What follows belongs to an exercise in optimizing a design on an open flow for small area; a production flow would make more cautious choices. Only simulation tests tie the RTL to the original design; equivalence was not proved. Power figures rest on the tool's default switching activity, not on a simulated workload.

**config.mk**
```make
export PLATFORM = sky130hd
export DESIGN_NAME = ambient_light_backlight_controller
export DESIGN_NICKNAME = ambient_light_backlight_controller
export VERILOG_FILES = /design/flow/design.v
export SDC_FILE = /design/flow/constraint.sdc
export NUM_CORES = 4
export LEC_CHECK = 0
export ABC_AREA = 1
export CAP_MARGIN = 20
export CORE_MARGIN = 2
export CORE_UTILIZATION = 55
export SLEW_MARGIN = 20
```
**constraint.sdc**
```tcl
create_clock -name core_clock -period 10.0 [get_ports {clock}]
set_input_delay 2.0000 -clock core_clock [delete_from_list [all_inputs] [get_ports {clock}]]
set_output_delay 2.0000 -clock core_clock [all_outputs]
set_load 0.01 [all_outputs]
```
**design.v**
```verilog
package als_pkg;
   localparam int LEVEL_W = 10;
   typedef enum logic [2:0] {
      CSR_ALPHA_UP        = 3'd0,
      CSR_ALPHA_DOWN      = 3'd1,
      CSR_CURVE_MIDPOINT  = 3'd2,
      CSR_HYSTERESIS_BAND = 3'd3,
      CSR_RAMP_SHIFT      = 3'd4,
      CSR_MIN_LEVEL       = 3'd5,
      CSR_MAX_LEVEL       = 3'd6
   } als_csr_type;
   localparam logic [7:0]  ALPHA_UP_RST   = 8'd77;
   localparam logic [7:0]  ALPHA_DOWN_RST = 8'd20;
   localparam logic [9:0]  MIDPOINT_RST   = 10'd50;
   localparam logic [5:0]  BAND_RST       = 6'd6;
   localparam logic [2:0]  SHIFT_RST      = 3'd3;
   localparam logic [9:0]  MIN_LEVEL_RST  = 10'd2;
   localparam logic [9:0]  MAX_LEVEL_RST  = 10'd510;
   localparam logic [7:0]  SLIDER_RST     = 8'd128;
   localparam logic [7:0]  SLIDER_FULL    = 8'd255;
   typedef struct packed {
      logic wr_en;
      logic clear;
      logic start;
   } als_win_ctl_type;
   function automatic logic [LEVEL_W-1:0] als_clamp(input logic signed [12:0] v,
                                                    input logic [LEVEL_W-1:0] lo,
                                                    input logic [LEVEL_W-1:0] hi);
      logic [LEVEL_W-1:0] r;
      if (v < $signed({3'b000, lo})) begin
         r = lo;
      end else if (v > $signed({3'b000, hi})) begin
         r = hi;
      end else begin
         r = v[LEVEL_W-1:0];
      end
      als_clamp = r;
   endfunction
endpackage
module ambient_light_backlight_controller #(
   parameter int WINDOW_SIZE = 5,
   parameter int LUX_BITS    = 16
) (
   input  logic       clock,
   input  logic       reset,
   input  logic        req_valid,
   output logic        req_ready,
   input  logic        req_kind,
   input  logic [15:0] req_lux_sample,
   input  logic        req_auto_mode,
   input  logic        req_slider_valid,
   input  logic [7:0]  req_slider_level,
   output logic        rsp_valid,
   input  logic        rsp_ready,
   output logic [9:0]  rsp_backlight_level,
   output logic        rsp_level_written,
   output logic [9:0]  rsp_target_level,
   output logic [15:0] rsp_filtered_lux,
   input  logic       csr_wr_en,
   input  logic [2:0] csr_index,
   input  logic [9:0] csr_wr_data
);
   typedef enum logic [4:0] {
      S_IDLE = 5'd0, S_SAMP = 5'd1, S_ACC = 5'd2, S_MEDC = 5'd3,
      S_FLOAD = 5'd4, S_CMP = 5'd5, S_EMA = 5'd6, S_PREROT = 5'd7,
      S_DIV = 5'd8, S_DIVS = 5'd9,
      S_SMAP = 5'd12, S_OFFC = 5'd13, S_TGT = 5'd14, S_TGT2 = 5'd15,
      S_GUPD = 5'd16, S_DIST = 5'd17, S_RAMP = 5'd18, S_MSMAP = 5'd19
   } st_t;
   logic [7:0]  alpha_up_ff, alpha_down_ff;
   logic [9:0]  midpoint_ff;
   logic [5:0]  band_ff;
   logic [2:0]  shift_ff;
   logic [9:0]  min_ff, max_ff;
   st_t         state_ff;
   logic [3:0]  ph_ff;         
   logic [5:0]  cnt_ff;        
   logic [3:0]  pass_ff;       
   logic [4:0]  fill_ff;       
   logic        lm_ff, lmv_ff;
   logic        lsv_ff;
   logic [7:0]  lsl_ff;
   logic [7:0]  man_ff;
   logic        cv_ff;
   logic        wr_ff;
   logic        rspv_ff;
   logic [15:0] w0, w1, w2, w3, w4;
   logic [23:0] f_ff;
   logic [17:0] r_ff;
   logic [9:0]  q_ff;
   logic [10:0] off_ff;
   logic [9:0]  goal_ff;
   logic [9:0]  cur_ff;
   logic [7:0]  acc_ff;
   logic [4:0] blw_ff;
   logic [2:0] lo_idx_ff, hi_idx_ff;
   logic mcar_ff;
   logic k1, k2, k3, k4, k5, k6, k7;
   logic [1:0] d_ff;
   logic up_ff, neg_ff, lt_ff, ltm_ff, gtm_ff, nz_ff, gtc_ff, eqc_ff;
   logic auto_m, mc, capture;
   logic [7:0] sw;
   assign auto_m  = req_auto_mode;
   assign mc      = !lmv_ff || (req_auto_mode != lm_ff);
   assign capture = req_auto_mode && req_slider_valid && lsv_ff && !mc &&
                    (req_slider_level != lsl_ff);
   assign sw      = req_slider_valid ? req_slider_level : man_ff;
   logic [5:0] bi;
   logic [3:0] mi;
   logic [15:0] min_x, max_x, mid_x, band_x;
   logic [15:0] bsel;     
   logic min_b, max_b, mid_b, band_b, maxd_b;
   assign bi     = cnt_ff;
   assign mi     = pass_ff;
   assign min_x  = {6'd0, min_ff};
   assign max_x  = {6'd0, max_ff};
   always_comb begin
      bsel = 16'd0;
      for (int j = 0; j < 10; j++) bsel[j + 1] = max_ff[9 - j];
      if (state_ff == S_DIVS) begin
         bsel = 16'd0;
         for (int j = 0; j < 8; j++) bsel[j] = sw[7 - j];
      end
   end
   assign mid_x  = {6'd0, midpoint_ff};
   assign band_x = {10'd0, band_ff};
   assign min_b  = (bi[5:4] == 2'b00) && min_x[bi[3:0]];
   assign max_b  = (bi[5:4] == 2'b00) && max_x[bi[3:0]];
   assign mid_b  = (bi[5:4] == 2'b00) && mid_x[bi[3:0]];
   assign band_b = (bi[5:4] == 2'b00) && band_x[bi[3:0]];
   assign maxd_b = bsel[mi];
   logic [4:0] vld;
   logic [2:0] klo, khi, rank;
   logic [4:0] taps, blw_nx, tie;
   logic cand, lo_b, hi_b, med_b, m_b;
   assign vld  = mc ? 5'd0 : fill_ff;
   assign klo  = vld[4] ? 3'd2 : vld[2] ? 3'd1 : 3'd0;
   assign khi  = vld[3] ? 3'd2 : vld[1] ? 3'd1 : 3'd0;
   assign taps = {w4[0], w3[0], w2[0], w1[0], w0[0]};
   assign cand = taps[pass_ff[2:0]];
   assign tie  = {pass_ff[2:0] > 3'd4, pass_ff[2:0] > 3'd3, pass_ff[2:0] > 3'd2,
                  pass_ff[2:0] > 3'd1, pass_ff[2:0] > 3'd0};
   always_comb begin
      for (int j = 0; j < 5; j++) begin
         blw_nx[j] = (taps[j] != cand) ? cand : ((ph_ff == 4'd0) ? tie[j] : blw_ff[j]);
      end
   end
   assign rank = 3'(blw_nx[0] & vld[0]) + 3'(blw_nx[1] & vld[1]) + 3'(blw_nx[2] & vld[2]) +
                 3'(blw_nx[3] & vld[3]) + 3'(blw_nx[4] & vld[4]);
   assign lo_b = vld[0] && taps[lo_idx_ff];
   assign hi_b = vld[0] && taps[hi_idx_ff];
   assign med_b  = (ph_ff == 4'd0) ? mcar_ff : (lo_b ^ hi_b ^ mcar_ff);
   assign m_b    = (cnt_ff < 6'd8) ? (cnt_ff == 6'd7) : med_b;
   logic [7:0] mul_p;
   logic [7:0] acc_e;
   logic       mul_s;
   logic [8:0] mul_sum;
   assign mul_p   = up_ff ? alpha_up_ff : alpha_down_ff;
   assign acc_e   = acc_ff;
   assign mul_sum = {1'b0, acc_e} + (mul_s ? {1'b0, mul_p} : 9'd0);
   logic first;        
   logic active;       
   logic last;         
   logic f_sh, q_sh, off_sh, goal_sh, cur_sh;
   logic f23_in, f15_in, r_in, q_in, off_in, goal_in, cur_in;
   logic nk1, nk2, nk3, nk4, nk5, nk6, nk7;
   logic [1:0] nd;
   logic nup, nneg, nlt, nltm, ngtm, nnz, ngtc, neqc;
   logic k1e, k2e;
   logic ph9_state;
   assign ph9_state = (state_ff == S_FLOAD) || (state_ff == S_CMP) || (state_ff == S_EMA);
   assign first     = (cnt_ff == 6'd0);
   assign active    = !ph9_state || !first || (ph_ff == 4'd9);
   assign k1e = first ? 1'b0 : k1;
   assign k2e = first ? 1'b0 : k2;
   function automatic logic maj(input logic a, input logic b, input logic c);
      maj = (a & b) | (a & c) | (b & c);
   endfunction
   function automatic logic bor(input logic a, input logic b, input logic c);
      bor = (!a & b) | (!a & c) | (b & c);
   endfunction
   logic a_x, b_x, s_x, t_x, g_x, c_x, st_x, au_x, ox_x;
   logic fl, d2x, dD, sD, rr, xx, xd, aa, tt, qd, dbit, nq;
   always_comb begin
      f_sh = 1'b0; q_sh = 1'b0; off_sh = 1'b0; goal_sh = 1'b0; cur_sh = 1'b0;
      f23_in  = f_ff[0];
      f15_in  = f_ff[16];
      r_in    = r_ff[0];
      q_in    = q_ff[0];
      off_in  = off_ff[0];
      goal_in = goal_ff[0];
      cur_in  = cur_ff[0];
      nk1 = 1'b0; nk2 = 1'b0; nk3 = 1'b0; nk4 = 1'b0; nk5 = 1'b0; nk6 = 1'b0; nk7 = 1'b0;
      nd = d_ff;
      nup = up_ff; nneg = neg_ff; nlt = lt_ff; nltm = ltm_ff; ngtm = gtm_ff;
      nnz = nz_ff; ngtc = gtc_ff; neqc = eqc_ff;
      mul_s = 1'b0;
      a_x = 1'b0; b_x = 1'b0; s_x = 1'b0; t_x = 1'b0; g_x = 1'b0; c_x = 1'b0;
      st_x = 1'b0; au_x = 1'b0; ox_x = 1'b0;
      fl = 1'b0; d2x = 1'b0; dD = 1'b0; sD = 1'b0; rr = 1'b0; xx = 1'b0; xd = 1'b0;
      aa = 1'b0; tt = 1'b0; qd = 1'b0; dbit = 1'b0; nq = 1'b0;
      last = 1'b0;
      unique case (state_ff)
         S_MEDC: begin
            if (max_b != min_b) nneg = min_b;
            else if (first)     nneg = 1'b0;
            {nk7, nk6, nk5, nk4, nk3} = blw_nx;
            if ((ph_ff == 4'd15) && vld[pass_ff[2:0]]) begin
               if (rank == klo) {ngtm, nltm, nlt} = pass_ff[2:0];
               if (rank == khi) {neqc, ngtc, nnz} = pass_ff[2:0];
            end
            last = (ph_ff == 4'd15) && (pass_ff == 4'd4);
         end
         S_FLOAD: begin
            if (active) begin
               f_sh   = 1'b1;
               f23_in = m_b;
            end
            last = (cnt_ff == 6'd23);
         end
         S_CMP: begin
            if (active) begin
               f_sh = 1'b1;
               if (m_b != f_ff[0]) nup = m_b;
               else if (first)     nup = 1'b0;
            end
            last = (cnt_ff == 6'd23);
         end
         S_EMA: begin
            if (active) begin
               f_sh = 1'b1;
               a_x  = up_ff ? m_b : f_ff[0];
               b_x  = up_ff ? f_ff[0] : m_b;
               s_x  = a_x ^ b_x ^ k1e;
               nk1  = bor(a_x, b_x, k1e);
               mul_s = (cnt_ff < 6'd24) && s_x;
               if (cnt_ff >= 6'd8 && cnt_ff < 6'd32) begin
                  c_x    = (cnt_ff == 6'd8) ? 1'b0 : k2;
                  f15_in = f_ff[16] ^ mul_sum[0] ^ c_x;
                  nk2    = up_ff ? maj(f_ff[16], mul_sum[0], c_x)
                                 : bor(f_ff[16], mul_sum[0], c_x);
               end
            end
            last = (cnt_ff == 6'd47);
         end
         S_SMAP, S_MSMAP: begin
            q_sh = (cnt_ff < 6'd10);
            a_x  = (cnt_ff < 6'd10) && q_ff[0];
            s_x  = min_b ^ a_x ^ k1e;
            nk1  = neg_ff ? bor(min_b, a_x, k1e) : maj(min_b, a_x, k1e);
            if (state_ff == S_SMAP) begin
               off_sh = 1'b1;
               off_in = (cnt_ff < 6'd10) && s_x;
               last   = (cnt_ff == 6'd10);
            end else begin
               cur_sh  = 1'b1;
               goal_sh = 1'b1;
               cur_in  = s_x;
               goal_in = s_x;
               neqc    = (first ? 1'b1 : eqc_ff) & (s_x == cur_ff[0]);
               last    = (cnt_ff == 6'd9);
            end
         end
         S_DIV, S_DIVS: begin
            f_sh = (cnt_ff < 6'd24) && (state_ff == S_DIV);
            if (cnt_ff < 6'd18) begin
               fl   = (cnt_ff < 6'd16) && f_ff[8];
               a_x  = neg_ff ? min_b : max_b;
               b_x  = neg_ff ? max_b : min_b;
               s_x  = a_x ^ b_x ^ k1e;                  
               if (state_ff == S_DIV) begin
                  aa  = fl;
                  dD  = fl ^ mid_b ^ k1e;
                  nk1 = maj(fl, mid_b, k1e);
               end else begin
                  aa  = s_x;
                  dD  = (cnt_ff >= 6'd3) && (cnt_ff <= 6'd10);
                  nk1 = bor(a_x, b_x, k1e);
               end
               d2x  = k2e;                              
               nk2  = dD;
               sD   = (pass_ff == 4'd0) ? 1'b0 : (d_ff == 2'd1) ? dD : (d_ff == 2'd2) ? d2x : 1'b0;
               rr   = (pass_ff != 4'd0) && r_ff[0];
               xx   = rr ^ sD ^ (first ? 1'b0 : k3);
               nk3  = bor(rr, sD, (first ? 1'b0 : k3));
               xd   = first ? 1'b0 : k4;                
               nk4  = xx;
               aa   = maxd_b && aa;
               tt   = xd ^ aa ^ (first ? 1'b0 : k5);
               nk5  = maj(xd, aa, (first ? 1'b0 : k5));
               r_in = tt;
               if (tt != dD)   nltm = tt;               
               else if (first) nltm = 1'b1;
               if (tt != d2x)  ngtm = tt;               
               else if (first) ngtm = 1'b1;
               nnz = (first ? 1'b0 : nz_ff) | fl;       
            end
            if (cnt_ff < 6'd10) begin
               q_sh = 1'b1;
               qd   = first ? 1'b0 : k6;
               nk6  = q_ff[0];
               dbit = (cnt_ff == 6'd0) ? d_ff[0] : (cnt_ff == 6'd1) ? d_ff[1] : 1'b0;
               nq   = (pass_ff != 4'd0) && (qd ^ dbit ^ (first ? 1'b0 : k7));
               nk7  = maj(qd, dbit, (first ? 1'b0 : k7));
               q_in = nq;
               if (nq != min_b)  nlt = min_b;
               else if (first)   nlt = 1'b0;
            end
            if (cnt_ff == 6'd17) begin
               nd = (!nnz && (state_ff == S_DIV)) ? 2'd0 : ngtm ? 2'd2 : nltm ? 2'd1 : 2'd0;
            end
            last = (cnt_ff == 6'd35) && (pass_ff == 4'd11);
         end
         S_OFFC: begin
            q_sh   = (cnt_ff < 6'd10);
            au_x   = (cnt_ff < 6'd10) && (lt_ff ? min_b : q_ff[0]);
            off_sh = 1'b1;
            off_in = off_ff[0] ^ au_x ^ k1e;
            nk1    = bor(off_ff[0], au_x, k1e);
            last   = (cnt_ff == 6'd10);
         end
         S_TGT: begin
            q_sh   = (cnt_ff < 6'd10);
            au_x   = (cnt_ff < 6'd10) && (lt_ff ? min_b : q_ff[0]);
            off_sh = (cnt_ff < 6'd11);
            off_in = !mc && off_ff[0];
            ox_x   = (cnt_ff < 6'd11) ? (!mc && off_ff[0]) : off_ff[10];
            s_x    = au_x ^ ox_x ^ k1e;
            nk1    = maj(au_x, ox_x, k1e);
            q_in   = s_x;
            if (cnt_ff == 6'd11) begin
               nltm = s_x | ltm_ff;
               ngtm = !s_x & gtm_ff;
            end else begin
               if (s_x != min_b)  nltm = min_b;
               else if (first)    nltm = 1'b0;
               if (s_x != max_b)  ngtm = s_x;
               else if (first)    ngtm = 1'b0;
            end
            last = (cnt_ff == 6'd11);
         end
         S_TGT2: begin
            q_sh    = (cnt_ff < 6'd10);
            goal_sh = (cnt_ff < 6'd10);
            t_x     = (cnt_ff < 6'd10) && (ltm_ff ? min_b : gtm_ff ? max_b : q_ff[0]);
            g_x     = (cnt_ff < 6'd10) && goal_ff[0];
            a_x     = g_x ^ band_b ^ k1e;            
            nk1     = maj(g_x, band_b, k1e);
            b_x     = t_x ^ band_b ^ k2e;            
            nk2     = maj(t_x, band_b, k2e);
            if (t_x != a_x)  nnz = t_x;
            else if (first)  nnz = 1'b0;
            if (g_x != b_x)  ngtc = g_x;
            else if (first)  ngtc = 1'b0;
            last = (cnt_ff == 6'd10);
         end
         S_GUPD: begin
            q_sh    = 1'b1;
            goal_sh = 1'b1;
            cur_sh  = 1'b1;
            t_x     = ltm_ff ? min_b : gtm_ff ? max_b : q_ff[0];
            g_x     = (mc || nz_ff || gtc_ff) ? t_x : goal_ff[0];
            goal_in = g_x;
            c_x     = cur_ff[0];
            if (g_x != c_x)  nup = g_x;
            else if (first)  nup = 1'b0;
            neqc = (first ? 1'b1 : eqc_ff) & (g_x == c_x);
            last = (cnt_ff == 6'd9);
         end
         S_DIST: begin
            goal_sh = 1'b1;
            cur_sh  = 1'b1;
            q_sh    = 1'b1;
            a_x     = up_ff ? goal_ff[0] : cur_ff[0];
            b_x     = up_ff ? cur_ff[0] : goal_ff[0];
            s_x     = a_x ^ b_x ^ k1e;
            nk1     = bor(a_x, b_x, k1e);
            q_in    = s_x;
            last    = (cnt_ff == 6'd9);
         end
         S_PREROT: begin
            q_sh = (cnt_ff[2:0] != shift_ff);
            q_in = 1'b0;
         end
         S_RAMP: begin
            q_sh    = 1'b1;
            goal_sh = 1'b1;
            cur_sh  = 1'b1;
            st_x    = q_ff[0] | (first & (q_ff == 10'd0));
            c_x     = cur_ff[0];
            s_x     = c_x ^ st_x ^ k1e;
            nk1     = up_ff ? maj(c_x, st_x, k1e) : bor(c_x, st_x, k1e);
            cur_in  = !cv_ff ? goal_ff[0] : eqc_ff ? c_x : s_x;
            last    = (cnt_ff == 6'd9);
         end
         default: begin
         end
      endcase
   end
   assign req_ready = !reset && (((state_ff == S_SAMP) && (ph_ff == 4'd15)) || (state_ff == S_ACC));
   always_ff @(posedge clock) begin
      if (reset) begin
         alpha_up_ff   <= als_pkg::ALPHA_UP_RST;
         alpha_down_ff <= als_pkg::ALPHA_DOWN_RST;
         midpoint_ff   <= als_pkg::MIDPOINT_RST;
         band_ff       <= als_pkg::BAND_RST;
         shift_ff      <= als_pkg::SHIFT_RST;
         min_ff        <= als_pkg::MIN_LEVEL_RST;
         max_ff        <= als_pkg::MAX_LEVEL_RST;
      end else if (csr_wr_en) begin
         unique case (csr_index)
            als_pkg::CSR_ALPHA_UP:        alpha_up_ff   <= csr_wr_data[7:0];
            als_pkg::CSR_ALPHA_DOWN:      alpha_down_ff <= csr_wr_data[7:0];
            als_pkg::CSR_CURVE_MIDPOINT:  midpoint_ff   <= csr_wr_data;
            als_pkg::CSR_HYSTERESIS_BAND: band_ff       <= csr_wr_data[5:0];
            als_pkg::CSR_RAMP_SHIFT:      shift_ff      <= csr_wr_data[2:0];
            als_pkg::CSR_MIN_LEVEL:       min_ff        <= csr_wr_data;
            als_pkg::CSR_MAX_LEVEL:       max_ff        <= csr_wr_data;
            default: begin
            end
         endcase
      end
   end
   logic ins;
   assign ins = (state_ff == S_SAMP);
   always_ff @(posedge clock) begin
      w0 <= {ins ? req_lux_sample[ph_ff] : w0[0], w0[15:1]};
      w1 <= {ins ? w0[0] : w1[0], w1[15:1]};
      w2 <= {ins ? w1[0] : w2[0], w2[15:1]};
      w3 <= {ins ? w2[0] : w3[0], w3[15:1]};
      w4 <= {ins ? w3[0] : w4[0], w4[15:1]};
      mcar_ff <= (lo_b & hi_b) | ((lo_b ^ hi_b) & (ph_ff != 4'd0) & mcar_ff);
   end
   assign blw_ff    = {k7, k6, k5, k4, k3};
   assign lo_idx_ff = {gtm_ff, ltm_ff, lt_ff};
   assign hi_idx_ff = {eqc_ff, gtc_ff, nz_ff};
   always_ff @(posedge clock) begin
      if (f_sh)    f_ff    <= {f23_in, f_ff[23:17], f15_in, f_ff[15:1]};
      r_ff <= {r_in, r_ff[17:1]};
      if (q_sh)    q_ff    <= {q_in, q_ff[9:1]};
      if (off_sh)  off_ff  <= {off_in, off_ff[10:1]};
      if (goal_sh) goal_ff <= {goal_in, goal_ff[9:1]};
      if (cur_sh)  cur_ff  <= {cur_in, cur_ff[9:1]};
      acc_ff <= mul_sum[8:1];
      k1 <= nk1; k2 <= nk2; k3 <= nk3; k4 <= nk4; k5 <= nk5; k6 <= nk6; k7 <= nk7;
      d_ff   <= nd;
      up_ff  <= nup;
      neg_ff <= nneg;
      lt_ff  <= nlt;
      ltm_ff <= nltm;
      gtm_ff <= ngtm;
      nz_ff  <= nnz;
      gtc_ff <= ngtc;
      eqc_ff <= neqc;
   end
   always_ff @(posedge clock) begin
      if (reset) begin
         state_ff <= S_IDLE;
         ph_ff    <= 4'd0;
         cnt_ff   <= 6'd0;
         pass_ff  <= 4'd0;
         fill_ff  <= 5'd0;
         lmv_ff   <= 1'b0;
         lsv_ff   <= 1'b0;
         man_ff   <= als_pkg::SLIDER_RST;
         cv_ff    <= 1'b0;
         rspv_ff  <= 1'b0;
      end else begin
         ph_ff <= ph_ff + 4'd1;
         if (rspv_ff && rsp_ready) rspv_ff <= 1'b0;
         if (active) cnt_ff <= cnt_ff + 6'd1;
         if (last) cnt_ff <= 6'd0;
         unique case (state_ff)
            S_IDLE: begin
               cnt_ff  <= 6'd0;
               pass_ff <= 4'd0;
               if ((ph_ff == 4'd15) && req_valid) begin
                  if (!req_kind) state_ff <= S_SAMP;
                  else if (!rspv_ff) state_ff <= S_MEDC;
               end
            end
            S_SAMP: begin
               if (ph_ff == 4'd15) begin
                  state_ff <= S_IDLE;
                  fill_ff <= {fill_ff[3:0], 1'b1};
               end
            end
            S_MEDC: begin
               if (ph_ff == 4'd15) pass_ff <= pass_ff + 4'd1;
               if (last) begin
                  state_ff <= mc ? S_FLOAD : auto_m ? S_CMP : S_DIVS;
                  pass_ff  <= 4'd0;
               end
            end
            S_FLOAD: begin
               if (last) state_ff <= auto_m ? S_DIV : S_DIVS;
               pass_ff <= 4'd0;
            end
            S_CMP: begin
               if (last) state_ff <= S_EMA;
            end
            S_EMA: begin
               if (last) state_ff <= capture ? S_DIVS : S_DIV;
               pass_ff <= 4'd0;
            end
            S_DIVS: begin
               if (cnt_ff == 6'd35) begin
                  cnt_ff  <= 6'd0;
                  pass_ff <= pass_ff + 4'd1;
               end
               if (last) state_ff <= auto_m ? S_SMAP : S_MSMAP;
            end
            S_SMAP: begin
               if (last) state_ff <= S_DIV;
               pass_ff <= 4'd0;
            end
            S_DIV: begin
               if (cnt_ff == 6'd35) begin
                  cnt_ff  <= 6'd0;
                  pass_ff <= pass_ff + 4'd1;
               end
               if (last) state_ff <= capture ? S_OFFC : S_TGT;
            end
            S_OFFC: begin
               if (last) state_ff <= S_TGT;
            end
            S_TGT: begin
               if (last) state_ff <= S_TGT2;
            end
            S_TGT2: begin
               if (last) state_ff <= S_GUPD;
            end
            S_GUPD: begin
               if (last) state_ff <= S_DIST;
            end
            S_DIST: begin
               if (last) state_ff <= S_PREROT;
            end
            S_PREROT: begin
               if (cnt_ff[2:0] == shift_ff) begin
                  state_ff <= S_RAMP;
                  cnt_ff   <= 6'd0;
               end
            end
            S_RAMP: begin
               if (last) begin
                  state_ff <= S_ACC;
                  wr_ff    <= !cv_ff || !eqc_ff;
               end
            end
            S_MSMAP: begin
               if (last) begin
                  state_ff <= S_ACC;
                  wr_ff    <= !cv_ff || !neqc;
               end
            end
            S_ACC: begin
               state_ff <= S_IDLE;
               rspv_ff  <= 1'b1;
               cv_ff    <= 1'b1;
               lm_ff    <= req_auto_mode;
               lmv_ff   <= 1'b1;
               if (mc) fill_ff <= 5'd0;
               lsv_ff   <= req_auto_mode && (req_slider_valid || (lsv_ff && !mc));
               if (req_auto_mode && req_slider_valid) lsl_ff <= req_slider_level;
               if (!req_auto_mode && req_slider_valid) man_ff <= req_slider_level;
            end
            default: begin
               state_ff <= S_IDLE;
            end
         endcase
      end
   end
   assign rsp_valid           = rspv_ff;
   assign rsp_backlight_level = cur_ff;
   assign rsp_level_written   = wr_ff;
   assign rsp_target_level    = goal_ff;
   assign rsp_filtered_lux    = f_ff[23:8];
endmodule
```
**flow/run.sh**
```bash
#!/bin/bash
# The standard layout (standard.sh with synth_recipe.tcl, both unchanged),
# with three changes:
#  - ABC maps the logic for area with flow/abc_area.script (used by ORFS when
#    ABC_AREA=1) in place of ORFS's own; the registers come from dfflibmap,
#    which runs before ABC, so they are the standard synthesis's;
#  - the port buffers use the smallest buffer cell;
#  - clock tree synthesis uses clkbuf_4 leaf clusters of up to 8 sinks
#    within 50 um, without dummy loads.
# ORFS writes each step's log under orfs/logs; make's output goes to standard.log.
set -e
here=$(pwd)
rm -rf "$here/orfs_scripts"
cp -r "$FLOW_HOME/scripts" "$here/orfs_scripts"
cp "$here/flow/abc_area.script" "$here/orfs_scripts/abc_area.script"
export SCRIPTS_DIR="$here/orfs_scripts"
export BUFFER_PORTS_ARGS="-buffer_cell sky130_fd_sc_hd__buf_1"
export CTS_ARGS="-sink_clustering_enable -repair_clock_nets -dont_use_dummy_load -buf_list sky130_fd_sc_hd__clkbuf_4 -sink_clustering_size 8 -sink_clustering_max_diameter 50"
bash standard.sh > standard.log 2>&1
```
**flow/abc_area.script**
```
strash
balance -l
resub -K 6 -l
rewrite -l
resub -K 6 -N 2 -l
refactor -l
resub -K 8 -l
balance -l
resub -K 8 -N 2 -l
rewrite -l
resub -K 10 -l
rewrite -z -l
resub -K 10 -N 2 -l
balance -l
resub -K 12 -l
refactor -z -l
resub -K 12 -N 2 -l
rewrite -z -l
balance -l
dch -f
amap -m -F 4 -A 4
topo
stime -c
```
**standard.sh**
```bash
#!/bin/bash
# synth_recipe.tcl (not shown) runs the flow's synth.tcl, then flattens the netlist and writes it again
# the make line also repeats each setting of config.mk as NAME=value (left out here)
make -C /OpenROAD-flow-scripts/flow DESIGN_CONFIG=/design/flow/config.mk WORK_HOME=/design/flow/orfs CLKGATE_MAP_FILE= SYNTH_SCRIPT=/design/flow/synth_recipe.tcl "${@:-finish}"
```
==> impl_metrics.csv, run 1 <==
group,metric,value,unit
floorplanning,num_rows,53,
floorplanning,initial_core_util,0.5584,
synthesis,yosysTopAreaCell,"dfxtp_1",
pwr,ir_drop,153.6,uV
route,via_per_inst,6.046,
sta,slew_headroom,0.2766,
cts,clock_path_buffers,3,
sta,setup_viol_count_final,0,
setup_path,crit_slowest_cell,"o32ai_1",
sta,hold_violations,0,
global_routing,grt.total_usage,0.2736,
synthesis,synthArstFlopShare,0,
synthesis,synthCells,1163,
sta,fin_crit_sh,0.6491,
place,port_buffers,83,
status,status,"complete, no violations",
synthesis,synth.area.top_cells,"dfxtp_1, edfxtp_1, clkinv_1",
sta,hold_slack,0.3221,ns
route,drc,0,
setup_path,crit_fanout,12,
synthesis,yosys.area_share.xor_xnor,0,
sta,fin_tns_setup,0,ns
floorplanning,core_area,0.02089,sq mm
floorplanning,io_pins,84,
synthesis,synth.distinct_cells,45,
global_routing,antenna_found_initial,1,
setup_path,path_buf_inv,4,
cts,cts_hold_buf,0,
setup_path,critical_path.top_delay_family,"compound AO/OA/AOI/OAI gates",
pwr,p_clk_frac,0.178,
synthesis,synth-compound-area-share,0.2138,
cts,cts_tree,"built",
setup_path,path_class,"input port to register",
route,ant_nets,0,
finish,final_util,0.6078,
synthesis,synth_edf_count,84,
global_routing,overflow,0,
cts,clk_latency,0.66,ns
synthesis,yosys.area_share.adder,0.05621,
sta,rsz0062_at_grt,"false",
cts,ctsHtreeMaxLevel,2,
place,dp_hpwl,21550,um
global_routing,grt_pass1_wl,47850,um
setup_path,required,10.50,ns
flow_run,maxCapViolCount,0,
synthesis,ys_ff_latch,289,
setup_path,cp-end-kind,"register",
floorplanning,die-area,0.02239,sq mm
min_path,hp-class,"register to register",
sta,worst_pin_slew,1.085,ns
setup_path,arrival,6.99,ns
floorplanning,die_h,149.6,um
synthesis,synthMuxAreaShare,0,
cts,post_cts_resized,0,
synthesis,synth_top_family_by_area,"compound AO/OA/AOI/OAI gates",
pwr,p_leak,0.004523,uW
setup_path,cp-start-kind,"input port",
cts,clk_pin_slew,0.09,ns
cts,post_cts_buffers,0,
pwr,pwr-share-comb,0.297,
pwr,switching_share,0.3617,
synthesis,synth_flop_cell,"dfxtp_1",
synthesis,synth_warnings,1,
finish,drive_gt1_frac,0.05097,
pwr,p_per_area,245.8,mW/mm^2
pwr,p_sw,1129,uW
pwr,p_total,3121,uW
route,num_vias,9498,
cts,clock-sinks,289,
sta,worst_slack,3.509,ns
global_routing,grt_pass1_vias,8857,
synthesis,syn_avg_cell_area,10.03,sq um
cts,cts-root-buf,"clkbuf_4",
setup_path,cpMostUsedCell,"nor2_1",
finish,areaGrowthSynthToFinish,8.849,%
pwr,internal_power,1992,uW
sta,fmax,0.1541,GHz
place,dp_slack,2.949,ns
pwr,pwr-share-seq,0.525,
finish,final_cell_mix,"dfxtp_1, clkinv_1, nor2_1",
synthesis,synth_top_area_frac,0.3518,
global_routing,grt_max_degree,62,
synthesis,synth_simple_gate_area_frac,0.1037,
route,wl_per_cell,19.11,um
place,gp_congestion,0.9617,
floorplanning,die_w,149.6,um
sta,slew_violations,0,
setup_path,critPathMaxStageDelay,0.66,ns
synthesis,synth_area,0.01166,sq mm
cts,cts_buffers,43,
synthesis,seq_area_frac_synth,0.5681,
route,drt_iter0_markers,801,
finish,nets,1386,
route,wirelength,30020,um
sta,fin_skew,0.07203,ns
sta,fin_crit,6.491,ns
route,firstDrtPassIters,5,
finish,final_common_cell,"dfxtp_1",
synthesis,syn-num-nets,1252,
## path summary, 6_finish.rpt
check	to	depth (start not counted)	start	slack (ns)
worst max-delay path	acc_ff[6]	26	req_auto_mode	3.51
worst min-delay path	w2[2]	0	w2[3]	0.32
worst max register to register	wr_ff	22	pass_ff[0]	4.01
worst min register to register	w2[2]	0	w2[3]	0.32
## registers in the layout, summed over array words and instances (netlist names), 10 cells and up
name and count:
cur_ff 10, f_ff 24, goal_ff 10, max_ff 10
midpoint_ff 10, min_ff 10, off_ff 11, q_ff 10
r_ff 18, w0 16, w1 16, w2 16
w3 16, w4 16
## cells in the mapped netlist, types with 8 or more instances
master / count
o22ai_1: 66
a221oi_1: 14
fa_1: 14
clkinv_1: 149
edfxtp_1: 84
o32ai_1: 10
a22oi_1: 20
o221ai_1: 35
nor4_1: 8
buf_4: 16
o21ai_0: 93
nand3_1: 15
dfxtp_1: 205
nor3_1: 37
nor2_1: 130
a21oi_1: 81
nand2_1: 72
ha_1: 30
o221a_1: 9
## metal layers
metal	GRT usage	vias up	wire (um)
met2	0.4076	434	12950
met4	0.1010	0	937
li1	-	4542	-
met1	0.3975	4454	13670
met3	0.05305	68	2461
met5	0	-	0
## cell families after synthesis
kind of cell,count (synthesis)
compound gates,381
flops,289
fa+ha+maj,44
buf+inv,165
simple gates,284
## final cells by class
cell class                 count  area (sq um)
antenna                        1         2.502
clock buffer                  43         322.8
fill                        1848          8192
inverter                     149         559.3
multi-input combinational    709          4365
sequential                   289          6626
tap                          275         344.1
timing repair buffer         105         476.7
## metrics by stage
| step | instances | area (sq um) |
|---|---|---|
| 6_report | 1571 | 12700 |
| 5_1_grt | 1571 | 12700 |
| 4_1_cts | 1570 | 12690 |
| 3_5_place_dp | 1527 | 12370 |
| 2_1_floorplan | 1163 | 11660 |
| 3_3_place_gp | 1527 | 12370 |
## power by group through the flow
| stage | Clock (uW) | Sequential [uW] | Combinational (uW) |
|---|---|---|---|
| floorplan | 0 | 1620 | 614 |
| global placement | 0 | 1650 | 896 |
| detailed placement | 0 | 1660 | 898 |
| CTS | 579 | 1640 | 905 |
| global route | 631 | 1660 | 1020 |
| finish | 557 | 1640 | 926 |
==> run 2: changes to the inputs <==
--- a/design.v
+++ b/design.v
@@ -92,5 +92,4 @@
    logic [9:0]  goal_ff;
    logic [9:0]  cur_ff;
-   logic [7:0]  acc_ff;
    logic [4:0] blw_ff;
    logic [2:0] lo_idx_ff, hi_idx_ff;
@@ -157,5 +156,5 @@
    logic [8:0] mul_sum;
    assign mul_p   = up_ff ? alpha_up_ff : alpha_down_ff;
-   assign acc_e   = acc_ff;
+   assign acc_e   = q_ff[7:0];
    assign mul_sum = {1'b0, acc_e} + (mul_s ? {1'b0, mul_p} : 9'd0);
    logic first;        
@@ -225,4 +224,6 @@
                else if (first)     nup = 1'b0;
             end
+            q_sh = 1'b1;
+            q_in = 1'b0;
             last = (cnt_ff == 6'd23);
          end
@@ -438,9 +439,9 @@
       if (f_sh)    f_ff    <= {f23_in, f_ff[23:17], f15_in, f_ff[15:1]};
       r_ff <= {r_in, r_ff[17:1]};
-      if (q_sh)    q_ff    <= {q_in, q_ff[9:1]};
+      if (state_ff == S_EMA)  q_ff[7:0] <= mul_sum[8:1];
+      else if (q_sh)          q_ff      <= {q_in, q_ff[9:1]};
       if (off_sh)  off_ff  <= {off_in, off_ff[10:1]};
       if (goal_sh) goal_ff <= {goal_in, goal_ff[9:1]};
       if (cur_sh)  cur_ff  <= {cur_in, cur_ff[9:1]};
-      acc_ff <= mul_sum[8:1];
       k1 <= nk1; k2 <= nk2; k3 <= nk3; k4 <= nk4; k5 <= nk5; k6 <= nk6; k7 <= nk7;
       d_ff   <= nd;
==> impl_metrics.csv, run 2 <==
group,metric,value,unit
setup_path,crit_path_end,"q_ff[7]",
route,firstDrtPassIters,5,
synthesis,synth_commonest_cells,"dfxtp_1, clkinv_1, nor2_1, edfxtp_1, a21oi_1",
sta,fin_crit_sh,0.7656,
setup_path,r2r-end,"q_ff[7]",
finish,final_cell_mix,"dfxtp_1, clkinv_1, nor2_1",
synthesis,synthCells,1154,
route,ant_nets,0,
finish,largest_registers,"f_ff: 24 flops, r_ff: 18 flops",
setup_path,cp-end-kind,"register",
finish,nets,1371,
place,port_buffers,83,
setup_path,cpMostUsedCell,"nor2_1",
cts,ctsHtreeMaxLevel,2,
setup_path,crit_fanout,11,
cts,cts_tree,"built",
sta,worst_pin_slew,0.9537,ns
synthesis,synth_top_area_frac,0.3407,
cts,clk_pin_slew,0.10,ns
cts,clock-sinks,281,
pwr,p_total,3253,uW
sta,fin_skew,0.07181,ns
setup_path,cp_num_cells,25,
sta,slew_headroom,0.3599,
synthesis,yosys.area_share.xor_xnor,0,
finish,drive_gt1_frac,0.04613,
setup_path,critical_path.top_delay_family,"compound AO/OA/AOI/OAI gates",
synthesis,synth_flop_cell,"dfxtp_1",
floorplanning,initial_core_util,0.5559,
route,drc,0,
flow_run,maxCapViolCount,0,
sta,hold_violations,0,
floorplanning,num_rows,53,
setup_path,critPathLaunch,"req_auto_mode",
cts,post_cts_buffers,0,
synthesis,synth-compound-area-share,0.2205,
floorplanning,die_h,149.1,um
global_routing,antenna_found_initial,1,
route,via_per_inst,6.085,
cts,post_cts_resized,0,
synthesis,synthArstFlopShare,0,
min_path,hp-class,"register to register",
synthesis,syn-num-nets,1244,
global_routing,grt.total_usage,0.2821,
global_routing,grt_max_degree,61,
cts,cts-root-buf,"clkbuf_4",
synthesis,synth.distinct_cells,50,
floorplanning,die_w,149.1,um
status,status,"complete, no violations",
cts,cts_buffers,42,
global_routing,grt_pass1_vias,8952,
synthesis,ys_ff_latch,281,
pwr,p_per_area,259.1,mW/mm^2
sta,slew_violations,0,
cts,clk_latency,0.65,ns
finish,largest_reg_flops,24,
sta,rsz0062_at_grt,"false",
synthesis,synthMuxAreaShare,0,
sta,fin_tns_setup,0,ns
place,gp_congestion,0.9328,
synthesis,synth_top_family_by_area,"compound AO/OA/AOI/OAI gates",
setup_path,required,10.39,ns
synthesis,synth.most_common_cell,"dfxtp_1",
floorplanning,die-area,0.02222,sq mm
setup_path,r2r_cells,18,
sta,fmax,0.1306,GHz
finish,fillerInstances,1900,
finish,top_register,"f_ff",
setup_path,path_class,"input port to register",
pwr,ir_drop,169.2,uV
setup_path,r2r_slack,3.55,ns
place,dp_hpwl,22040,um
floorplanning,io_pins,84,
finish,areaGrowthSynthToFinish,8.464,%
route,drt_iter0_markers,793,
setup_path,crit_slowest_cell,"nor3b_1",
cts,clock_path_buffers,3,
setup_path,crit-reg2reg-launch,"cnt_ff[0]",
route,wirelength,30640,um
synthesis,synth.area.top_cells,"dfxtp_1, edfxtp_1, clkinv_1",
pwr,p_leak,0.004393,uW
synthesis,synth_warnings,1,
global_routing,overflow,0,
setup_path,critPathMaxStageDelay,0.77,ns
finish,final_common_cell,"dfxtp_1",
cts,cts_hold_buf,0,
route,wl_per_cell,19.71,um
synthesis,synth_simple_gate_area_frac,0.1060,
synthesis,synth_edf_count,84,
synthesis,yosys.area_share.adder,0.05772,
synthesis,yosysTopAreaCell,"dfxtp_1",
setup_path,cp-start-kind,"input port",
floorplanning,core_area,0.02082,sq mm
global_routing,grt_pass1_wl,48620,um
route,num_vias,9462,
sta,fin_crit,7.656,ns
synthesis,syn_avg_cell_area,10.03,sq um
synthesis,synth_area,0.01157,sq mm
sta,setup_viol_count_final,0,
setup_path,arrival,8.04,ns
synthesis,seq_area_frac_synth,0.5586,
setup_path,path_buf_inv,4,
-- run 2: cell types whose count changed in the layout (fill, tap and decap cells not counted), sizes merged, moves of 4 or more --
cell,change
o311ai,+4
a221oi,+5
o22a,+9
nor2,+10
o21bai,-4
dfxtp,-8
o221ai,-5
nand2,-8
o21ai,-18
nor4,-4
a31oi,+9
buf,-6
clkinv,-5
o22ai,-5
-- run 2: cell families after synthesis --
| logic type | after synthesis |
|---|---|
| compound gates | 380 |
| fa+ha+maj | 45 |
| buf+inv | 160 |
| flops | 281 |
| simple gates | 288 |
-- run 2: report_power, final --
part	internal, uW	total, uW	leakage, uW	switching (uW)
registers	1510	1680	0.00239	174
clock network	193	547	0.000193	353
logic	333	1030	0.00181	693
-- run 2: area by class of cell --
cell class,instances,area (sq um),area share
clock buffer,42,315.3,0.02511
multi-input combinational,713,4454,0.3548
tap,275,344.1,0.02741
inverter,144,540.5,0.04305
sequential,281,6466,0.5151
timing repair buffer,99,431.7,0.03438
antenna,1,2.502,0.0001993
-- run 2: how the worst min path moves through the flow --
stage	from	end	depth (start not counted)
after CTS	w4[2]	w4[1]	0
after global routing	w1[8]	w1[7]	0
after detailed placement	w0[15]	w0[14]	0
after floorplan	r_ff[1]	r_ff[0]	0
final	w4[2]	w4[1]	0
after global placement	w2[7]	w2[6]	0
-- run 2: metrics by stage --
stage | std cells | utilization | hold slack (ns) | setup WS (ns) | area, sq um
final | 1555 | 0.6029 | 0.3131 | 2.344 | 12550
after detailed placement | 1512 | 0.5877 | 0.3121 | 1.786 | 12240
after global routing | 1555 | 0.6029 | 0.3286 | 1.839 | 12550
after global placement | 1512 | 0.5877 | 0.3095 | 2.003 | 12240
after floorplan | 1154 | - | 0.3096 | 3.173 | 11570
after CTS | 1554 | 0.6028 | 0.3191 | 2.429 | 12550
-- run 2: routing by layer --
layer,wire (um),vias up,track usage
li1,-,4542,-
met1,13620,4405,0.4019
met2,13630,438,0.4318
met3,2496,77,0.05260
met4,899,0,0.1024
met5,0,-,0
==> run 3: changes to the inputs <==
--- a/design.v
+++ b/design.v
@@ -94,7 +94,7 @@
    logic [4:0] blw_ff;
    logic [2:0] lo_idx_ff, hi_idx_ff;
-   logic mcar_ff;
+   logic mcar_ff;      
    logic k1, k2, k3, k4, k5, k6, k7;
-   logic [1:0] d_ff;
+   logic [1:0] d_ff;   
    logic up_ff, neg_ff, lt_ff, ltm_ff, gtm_ff, nz_ff, gtc_ff, eqc_ff;
    logic auto_m, mc, capture;
@@ -164,5 +164,4 @@
    logic f23_in, f15_in, r_in, q_in, off_in, goal_in, cur_in;
    logic nk1, nk2, nk3, nk4, nk5, nk6, nk7;
-   logic [1:0] nd;
    logic nup, nneg, nlt, nltm, ngtm, nnz, ngtc, neqc;
    logic k1e, k2e;
@@ -191,5 +190,4 @@
       cur_in  = cur_ff[0];
       nk1 = 1'b0; nk2 = 1'b0; nk3 = 1'b0; nk4 = 1'b0; nk5 = 1'b0; nk6 = 1'b0; nk7 = 1'b0;
-      nd = d_ff;
       nup = up_ff; nneg = neg_ff; nlt = lt_ff; nltm = ltm_ff; ngtm = gtm_ff;
       nnz = nz_ff; ngtc = gtc_ff; neqc = eqc_ff;
@@ -212,4 +210,5 @@
          end
          S_FLOAD: begin
+            nk7 = (lo_b & hi_b) | ((lo_b ^ hi_b) & (ph_ff != 4'd0) & k7);    
             if (active) begin
                f_sh   = 1'b1;
@@ -219,4 +218,5 @@
          end
          S_CMP: begin
+            nk7 = (lo_b & hi_b) | ((lo_b ^ hi_b) & (ph_ff != 4'd0) & k7);    
             if (active) begin
                f_sh = 1'b1;
@@ -229,4 +229,5 @@
          end
          S_EMA: begin
+            nk7 = (lo_b & hi_b) | ((lo_b ^ hi_b) & (ph_ff != 4'd0) & k7);    
             if (active) begin
                f_sh = 1'b1;
@@ -309,5 +310,5 @@
             end
             if (cnt_ff == 6'd17) begin
-               nd = (!nnz && (state_ff == S_DIV)) ? 2'd0 : ngtm ? 2'd2 : nltm ? 2'd1 : 2'd0;
+               {neqc, ngtc} = (!nnz && (state_ff == S_DIV)) ? 2'd0 : ngtm ? 2'd2 : nltm ? 2'd1 : 2'd0;
             end
             last = (cnt_ff == 6'd35) && (pass_ff == 4'd11);
@@ -431,7 +432,8 @@
       w3 <= {ins ? w2[0] : w3[0], w3[15:1]};
       w4 <= {ins ? w3[0] : w4[0], w4[15:1]};
-      mcar_ff <= (lo_b & hi_b) | ((lo_b ^ hi_b) & (ph_ff != 4'd0) & mcar_ff);
    end
    assign blw_ff    = {k7, k6, k5, k4, k3};
+   assign mcar_ff   = k7;
+   assign d_ff      = {eqc_ff, gtc_ff};
    assign lo_idx_ff = {gtm_ff, ltm_ff, lt_ff};
    assign hi_idx_ff = {eqc_ff, gtc_ff, nz_ff};
@@ -445,5 +447,4 @@
       if (cur_sh)  cur_ff  <= {cur_in, cur_ff[9:1]};
       k1 <= nk1; k2 <= nk2; k3 <= nk3; k4 <= nk4; k5 <= nk5; k6 <= nk6; k7 <= nk7;
-      d_ff   <= nd;
       up_ff  <= nup;
       neg_ff <= nneg;
==> impl_metrics.csv, run 3 <==
group,metric,value,unit
setup_path,cp-end-kind,"register",
sta,fmax,0.1363,GHz
finish,final_cell_mix,"dfxtp_1, clkinv_1, nor2_1",
floorplanning,initial_core_util,0.5630,
synthesis,yosysTopAreaCell,"dfxtp_1",
cts,clock-sinks,278,
floorplanning,num_rows,52,
cts,cts-root-buf,"clkbuf_4",
sta,hold_violations,0,
synthesis,synth_commonest_cells,"dfxtp_1, clkinv_1, nor2_1, o21ai_0, edfxtp_1",
route,ant_nets,0,
synthesis,synth_edf_count,82,
synthesis,synth_warnings,1,
cts,cts_tree,"built",
floorplanning,die_w,148.4,um
min_path,hold_depth,0,
cts,ctsHtreeMaxLevel,2,
setup_path,r2r_cells,18,
synthesis,seq_area_frac_synth,0.5570,
route,drc,0,
global_routing,gr-usage-met3,0.04755,
route,wl_per_cell,19.86,um
floorplanning,die_h,148.4,um
global_routing,grt_max_degree,62,
cts,post_cts_buffers,0,
setup_path,crit_fanout,10,
synthesis,synth.area.top_cells,"dfxtp_1, edfxtp_1, clkinv_1",
sta,slew_headroom,0.2628,
floorplanning,io_pins,84,
sta,slew_violations,0,
route,drt_iter0_markers,962,
finish,final_util,0.6118,
pwr,ir_drop,197.7,uV
setup_path,arrival,7.73,ns
cts,post_cts_resized,0,
sta,fin_crit_sh,0.7337,
cts,clk_pin_slew,0.10,ns
min_path,hp-class,"register to register",
global_routing,top_usage_layer,"met2",
finish,final_common_cell,"dfxtp_1",
synthesis,synth_flop_cell,"dfxtp_1",
synthesis,syn_avg_cell_area,9.961,sq um
status,status,"complete, no violations",
global_routing,overflow,0,
synthesis,synth.most_common_cell,"dfxtp_1",
place,gp_congestion,0.9949,
global_routing,grt.total_usage,0.2787,
synthesis,syn-num-nets,1240,
synthesis,ys_ff_latch,278,
pwr,p_per_area,259.7,mW/mm^2
sta,fin_skew,0.04994,ns
finish,top_register,"f_ff",
cts,cts_hold_buf,0,
sta,setup_viol_count_final,0,
synthesis,synth_area,0.01146,sq mm
global_routing,grt_use_met1,0.4127,
setup_path,path_class,"input port to register",
route,wirelength,30740,um
global_routing,grt_pass1_wl,47900,um
finish,largest_reg_flops,24,
finish,nets,1368,
synthesis,synth.distinct_cells,49,
cts,clock_path_buffers,3,
cts,clk_latency,0.64,ns
sta,worst_pin_slew,1.103,ns
setup_path,cp-start-kind,"input port",
sta,fin_crit,7.337,ns
global_routing,antenna_found_initial,2,
route,firstDrtPassIters,6,
synthesis,synthArstFlopShare,0,
setup_path,required,10.39,ns
flow_run,maxCapViolCount,0,
place,port_buffers,83,
route,num_vias,9515,
finish,fillerInstances,1796,
synthesis,synth_top_area_frac,0.3422,
sta,rsz0062_at_grt,"false",
global_routing,grt_pass1_vias,8654,
place,dp_hpwl,22200,um
finish,areaGrowthSynthToFinish,8.665,%
sta,fin_tns_setup,0,ns
cts,cts_buffers,41,
floorplanning,die-area,0.02202,sq mm
synthesis,synthCells,1151,
route,via_per_inst,6.147,
pwr,p_leak,0.004374,uW
finish,largest_registers,"f_ff: 24 flops, r_ff: 18 flops",
global_routing,grt_use_met2,0.4176,
floorplanning,core_area,0.02036,sq mm
finish,drive_gt1_frac,0.04777,
[run 3: cell types whose count changed after synthesis, moves of 3 or more]
cell,before,now
o22ai_1,61,70
o21ai_0,75,83
nand3_1,18,12
a21oi_1,78,73
a2111oi_0,5,1
a211oi_1,5,8
a21o_1,1,4
a222oi_1,5,2
a22oi_1,21,18
nor2_1,140,137
nor3_1,39,42
or3_1,5,2
[run 3: final timing paths]
| path | startpoint | endpoint | slack [ns] |
|---|---|---|---|
| worst max-delay path | req_auto_mode | q_ff[7] | 2.66 |
| worst min-delay path | w2[8] | w2[7] | 0.32 |
| worst max register to register | cnt_ff[0] | q_ff[7] | 3.44 |
| worst min register to register | w2[8] | w2[7] | 0.32 |
[run 3: worst max-delay path: stages]
cell,delay (ns)
buf_1,0.21
clkinv_1,0.23
nand2_1,0.11
o211ai_1,0.09
buf_4,0.19
nor2_1,0.18
clkinv_1,0.15
a311oi_1,0.30
ha_1,0.29
and3_1,0.16
nor3_1,0.23
a21oi_1,0.11
clkinv_1,0.11
o22ai_1,0.10
fa_1,0.52
nor3b_1,0.88
o221a_1,0.35
ha_1,0.27
a21o_1,0.18
a21oi_1,0.19
nor2_1,0.07
nor2_1,0.10
nor2_1,0.05
nor2_1,0.12
nor2_1,0.08
o21a_1,0.17
o32a_1,0.27
[run 3: cells by family (layout without fill, tap and decap cells)]
group           Yosys count  in the layout  synth area share
buf+inv                 161            287           0.05795
flops                   278            278            0.5570
fa+ha+maj                44             44           0.05719
simple gates            287            287            0.1068
other cells               0              1                 0
compound gates          381            381            0.2210
[run 3: report_power, final]
group,switching [uW],leakage (uW),internal (uW),total [uW]
combinational,745,0.00182,343,1090
clock,348,0.000189,189,538
sequential,160,0.00236,1450,1610
total,1250,0.00437,1980,3230
[run 3: metrics by stage]
step | worst slack (ns) | total power, uW | cell area (sq um) | std cells | hold WS [ns]
after detailed placement | 2.157 | 2686 | 12140 | 1506 | 0.3121
after global placement | 2.457 | 2673 | 12140 | 1506 | 0.3096
after global routing | 2.312 | 3426 | 12460 | 1548 | 0.3237
final | 2.663 | 3235 | 12460 | 1548 | 0.3166
after CTS | 2.797 | 3224 | 12450 | 1547 | 0.3144
after floorplan | 3.340 | 2306 | 11460 | 1151 | 0.3096
[run 3: area by class of cell]
class | instances | area (sq um) | share of cell area
clock buffers | 41 | 307.8 | 0.02471
well taps | 270 | 337.8 | 0.02712
flip-flops and latches | 278 | 6386 | 0.5126
multi-input cells | 712 | 4433 | 0.3558
inverters | 145 | 544.3 | 0.04369
repair buffers | 101 | 446.7 | 0.03585
diodes | 1 | 2.502 | 0.0002009
[run 3: metal layers]
metal | part of all wire | wire, um
met1 | 0.45 | 13910
met2 | 0.43 | 13250
met3 | 0.084 | 2596
met4 | 0.032 | 994
met5 | 0 | 0
==> run 4: changes to the inputs <==
--- a/flow/run.sh
+++ b/flow/run.sh
@@ -6,6 +6,6 @@
 #    which runs before ABC, so they are the standard synthesis's;
 #  - the port buffers use the smallest buffer cell;
-#  - clock tree synthesis uses clkbuf_4 leaf clusters of up to 8 sinks
-#    within 50 um, without dummy loads.
+#  - clock tree synthesis uses clkbuf_4 leaf clusters of up to 6 sinks
+#    within 40 um, without dummy loads.
 # ORFS writes each step's log under orfs/logs; make's output goes to standard.log.
 set -e
@@ -16,4 +16,4 @@
 export SCRIPTS_DIR="$here/orfs_scripts"
 export BUFFER_PORTS_ARGS="-buffer_cell sky130_fd_sc_hd__buf_1"
-export CTS_ARGS="-sink_clustering_enable -repair_clock_nets -dont_use_dummy_load -buf_list sky130_fd_sc_hd__clkbuf_4 -sink_clustering_size 8 -sink_clustering_max_diameter 50"
+export CTS_ARGS="-sink_clustering_enable -repair_clock_nets -dont_use_dummy_load -buf_list sky130_fd_sc_hd__clkbuf_4 -sink_clustering_size 6 -sink_clustering_max_diameter 40"
 bash standard.sh > standard.log 2>&1
==> impl_metrics.csv, run 4 <==
group,metric,value,unit
sta,slew_violations,0,
synthesis,synth_area,0.01146,sq mm
route,drt_iter0_markers,968,
min_path,hp-class,"register to register",
sta,fin_skew,0.05154,ns
sta,fin_crit_sh,0.7313,
synthesis,seq_area_frac_synth,0.5570,
floorplanning,die_w,148.4,um
setup_path,path_class,"input port to register",
global_routing,overflow,0,
cts,clk_pin_slew,0.08,ns
synthesis,synth.distinct_cells,49,
sta,fin_crit,7.313,ns
global_routing,grt_pass1_wl,48180,um
synthesis,synth_commonest_cells,"dfxtp_1, clkinv_1, nor2_1, o21ai_0, edfxtp_1",
cts,clock_path_buffers,3,
pwr,p_per_area,263.6,mW/mm^2
synthesis,synth.area.top_cells,"dfxtp_1, edfxtp_1, clkinv_1",
route,drc,0,
global_routing,grt_max_degree,62,
route,top_layer_used,"met5",
place,gp_congestion,0.9949,
cts,post_cts_resized,0,
setup_path,critPathLaunch,"req_auto_mode",
floorplanning,die-area,0.02202,sq mm
route,drt-met1-wl,14090,um
route,wl_per_cell,19.79,um
sta,rsz0062_at_grt,"false",
sta,slew_headroom,0.2758,
cts,cts-root-buf,"clkbuf_4",
synthesis,syn_avg_cell_area,9.961,sq um
synthesis,synthCells,1151,
route,num_vias,9528,
synthesis,synthArstFlopShare,0,
setup_path,arrival,7.71,ns
sta,worst_pin_slew,1.084,ns
synthesis,ys_ff_latch,278,
finish,final_cell_mix,"dfxtp_1, clkinv_1, nor2_1",
finish,nets,1381,
status,status,"complete, no violations",
flow_run,maxCapViolCount,0,
cts,clock-sinks,278,
route,via_per_inst,6.104,
setup_path,required,10.40,ns
finish,fillerInstances,1788,
route,met3_length,2557,um
finish,drive_gt1_frac,0.05736,
global_routing,grt_pass1_vias,8834,
pwr,p_total,3310,uW
finish,fin_cells,1561,
setup_path,crit_fanout,10,
synthesis,synth_warnings,1,
pwr,p_leak,0.004434,uW
sta,hold_slack,0.3212,ns
sta,hold_violations,0,
finish,final_util,0.6166,
floorplanning,core_area,0.02036,sq mm
cts,clk_latency,0.67,ns
synthesis,syn-num-nets,1240,
synthesis,synth_flop_cell,"dfxtp_1",
finish,largest_reg_flops,24,
floorplanning,die_h,148.4,um
min_path,hp-start,"r_ff[9]",
cts,ctsHtreeMaxLevel,2,
synthesis,yosysTopAreaCell,"dfxtp_1",
synthesis,synth_edf_count,82,
setup_path,cp-end-kind,"register",
finish,top_register,"f_ff",
place,port_buffers,83,
cts,cts_hold_buf,0,
route,firstDrtPassIters,5,
sta,fmax,0.1367,GHz
route,ant_nets,0,
finish,final_common_cell,"dfxtp_1",
route,wirelength,30890,um
global_routing,antenna_found_initial,2,
cts,post_cts_buffers,0,
setup_path,crit-reg2reg-launch,"cnt_ff[0]",
place,dp_hpwl,22200,um
cts,cts_buffers,54,
finish,areaGrowthSynthToFinish,9.517,%
finish,largest_registers,"f_ff: 24 flops, r_ff: 18 flops",
global_routing,grt.total_usage,0.2800,
synthesis,synth.most_common_cell,"dfxtp_1",
synthesis,synth_top_area_frac,0.3422,
cts,cts_tree,"built",
floorplanning,num_rows,52,
route,route.met2.wl,13270,um
floorplanning,io_pins,84,
sta,setup_viol_count_final,0,
place,place_inst,1506,
sta,fin_tns_setup,0,ns
floorplanning,initial_core_util,0.5630,
pwr,ir_drop,171.6,uV
setup_path,cp-start-kind,"input port",
run 4: cell counts after synthesis:
No cell type changed its count.
run 4: area by class of cell:
type / instances / area, sq um / area share
Antenna cell: 1 / 2.502 / 0.0001993
Tap cell: 270 / 337.8 / 0.02691
Sequential cell: 278 / 6386 / 0.5086
Inverter: 145 / 544.3 / 0.04335
Timing Repair Buffer: 101 / 446.7 / 0.03558
Clock buffer: 54 / 405.4 / 0.03229
Multi-Input combinational cell: 712 / 4433 / 0.3531
run 4: logic make-up (layout without fill, tap and decap cells):
logic type,count (synthesis),count (layout),synth area share
AO/OA/AOI/OAI,381,381,0.2210
AND/OR/NAND/NOR,287,287,0.1068
other,0,1,0
adder cells (fa/ha/maj),44,44,0.05719
flip-flops,278,278,0.5570
buffers and inverters,161,300,0.05795
run 4: through the flow:
step	worst slack (ns)	instance area, sq um
after floorplan	3.340	11460
after global placement	2.457	12140
after detailed placement	2.157	12140
after CTS	2.808	12550
after global routing	2.337	12560
final	2.687	12560
run 4: worst paths after layout:
| kind | to | cells after the start | slack (ns) |
|---|---|---|---|
| setup / recovery | q_ff[7] | 27 | 2.69 |
| hold / removal | r_ff[8] | 0 | 0.32 |
| setup reg to reg | q_ff[7] | 18 | 3.45 |
| hold reg to reg | r_ff[8] | 0 | 0.32 |
run 4: worst max-delay path, stage by stage:
cell	delay (ns)
buf_1	0.21
clkinv_1	0.23
nand2_1	0.11
o211ai_1	0.09
buf_4	0.19
nor2_1	0.18
clkinv_1	0.15
a311oi_1	0.30
ha_1	0.29
and3_1	0.16
nor3_1	0.23
a21oi_1	0.11
clkinv_1	0.11
o22ai_1	0.09
fa_1	0.52
nor3b_1	0.87
o221a_1	0.35
ha_1	0.27
a21o_1	0.18
a21oi_1	0.18
nor2_1	0.08
nor2_1	0.10
nor2_1	0.05
nor2_1	0.12
nor2_1	0.08
o21a_1	0.17
o32a_1	0.28
run 4: report_power, final:
group / internal [uW] / total (uW) / switching [uW]
Combinational: 343 / 1090 / 748
Clock: 246 / 608 / 362
Sequential: 1450 / 1610 / 160
Total: 2040 / 3310 / 1270
run 4: layer usage:
| layer | vias to the layer above | track usage |
|---|---|---|
| li1 | 4531 | - |
| met1 | 4490 | 0.4109 |
| met2 | 432 | 0.4181 |
| met3 | 73 | 0.05276 |
| met4 | 2 | 0.09762 |
| met5 | - | 0 |

## static timing again, ports no longer ideal
The flow's constraints put no driver on any port. The routed layouts listed below were extracted and timed again, unchanged, in two steps. Step 1: set_driving_cell puts a clkbuf_16 on clock and a buf_2 on each other input, an assumption about the parent block. Step 2 adds t to the input delays and takes it off the output delays; t is the mean of the earliest and latest rising clock arrival at the registers after step 1. Input paths then give back, and output paths get back, about the clock's delay inside the block. a / b / c = no drivers / after step 1 / after step 2; a / b = the first two.
| run | shift t [ns] | slack for setup (ns) | hold slack, ns | slew at the worst register clock pin (ns) | cell pins on the clock port's net |
|---|---|---|---|---|---|
| run 1 | 0.669 | 3.509 / 3.529 / 2.860 | 0.322 / 0.322 / 0.322 | 0.10 / 0.10 | 1 |
| run 2 | 0.662 | 2.344 / 2.352 / 1.690 | 0.313 / 0.313 / 0.313 | 0.10 / 0.10 | 1 |
| run 3 | 0.658 | 2.663 / 2.662 / 2.004 | 0.317 / 0.317 / 0.317 | 0.12 / 0.12 | 1 |
| run 4 | 0.682 | 2.687 / 2.686 / 2.004 | 0.321 / 0.321 / 0.321 | 0.08 / 0.08 | 1 |
After both steps setup and hold are still met in every run listed. For run 4, which loses most, drivers alone change the setup slack by -0.001 ns; drivers and shift together by -0.683 ns.
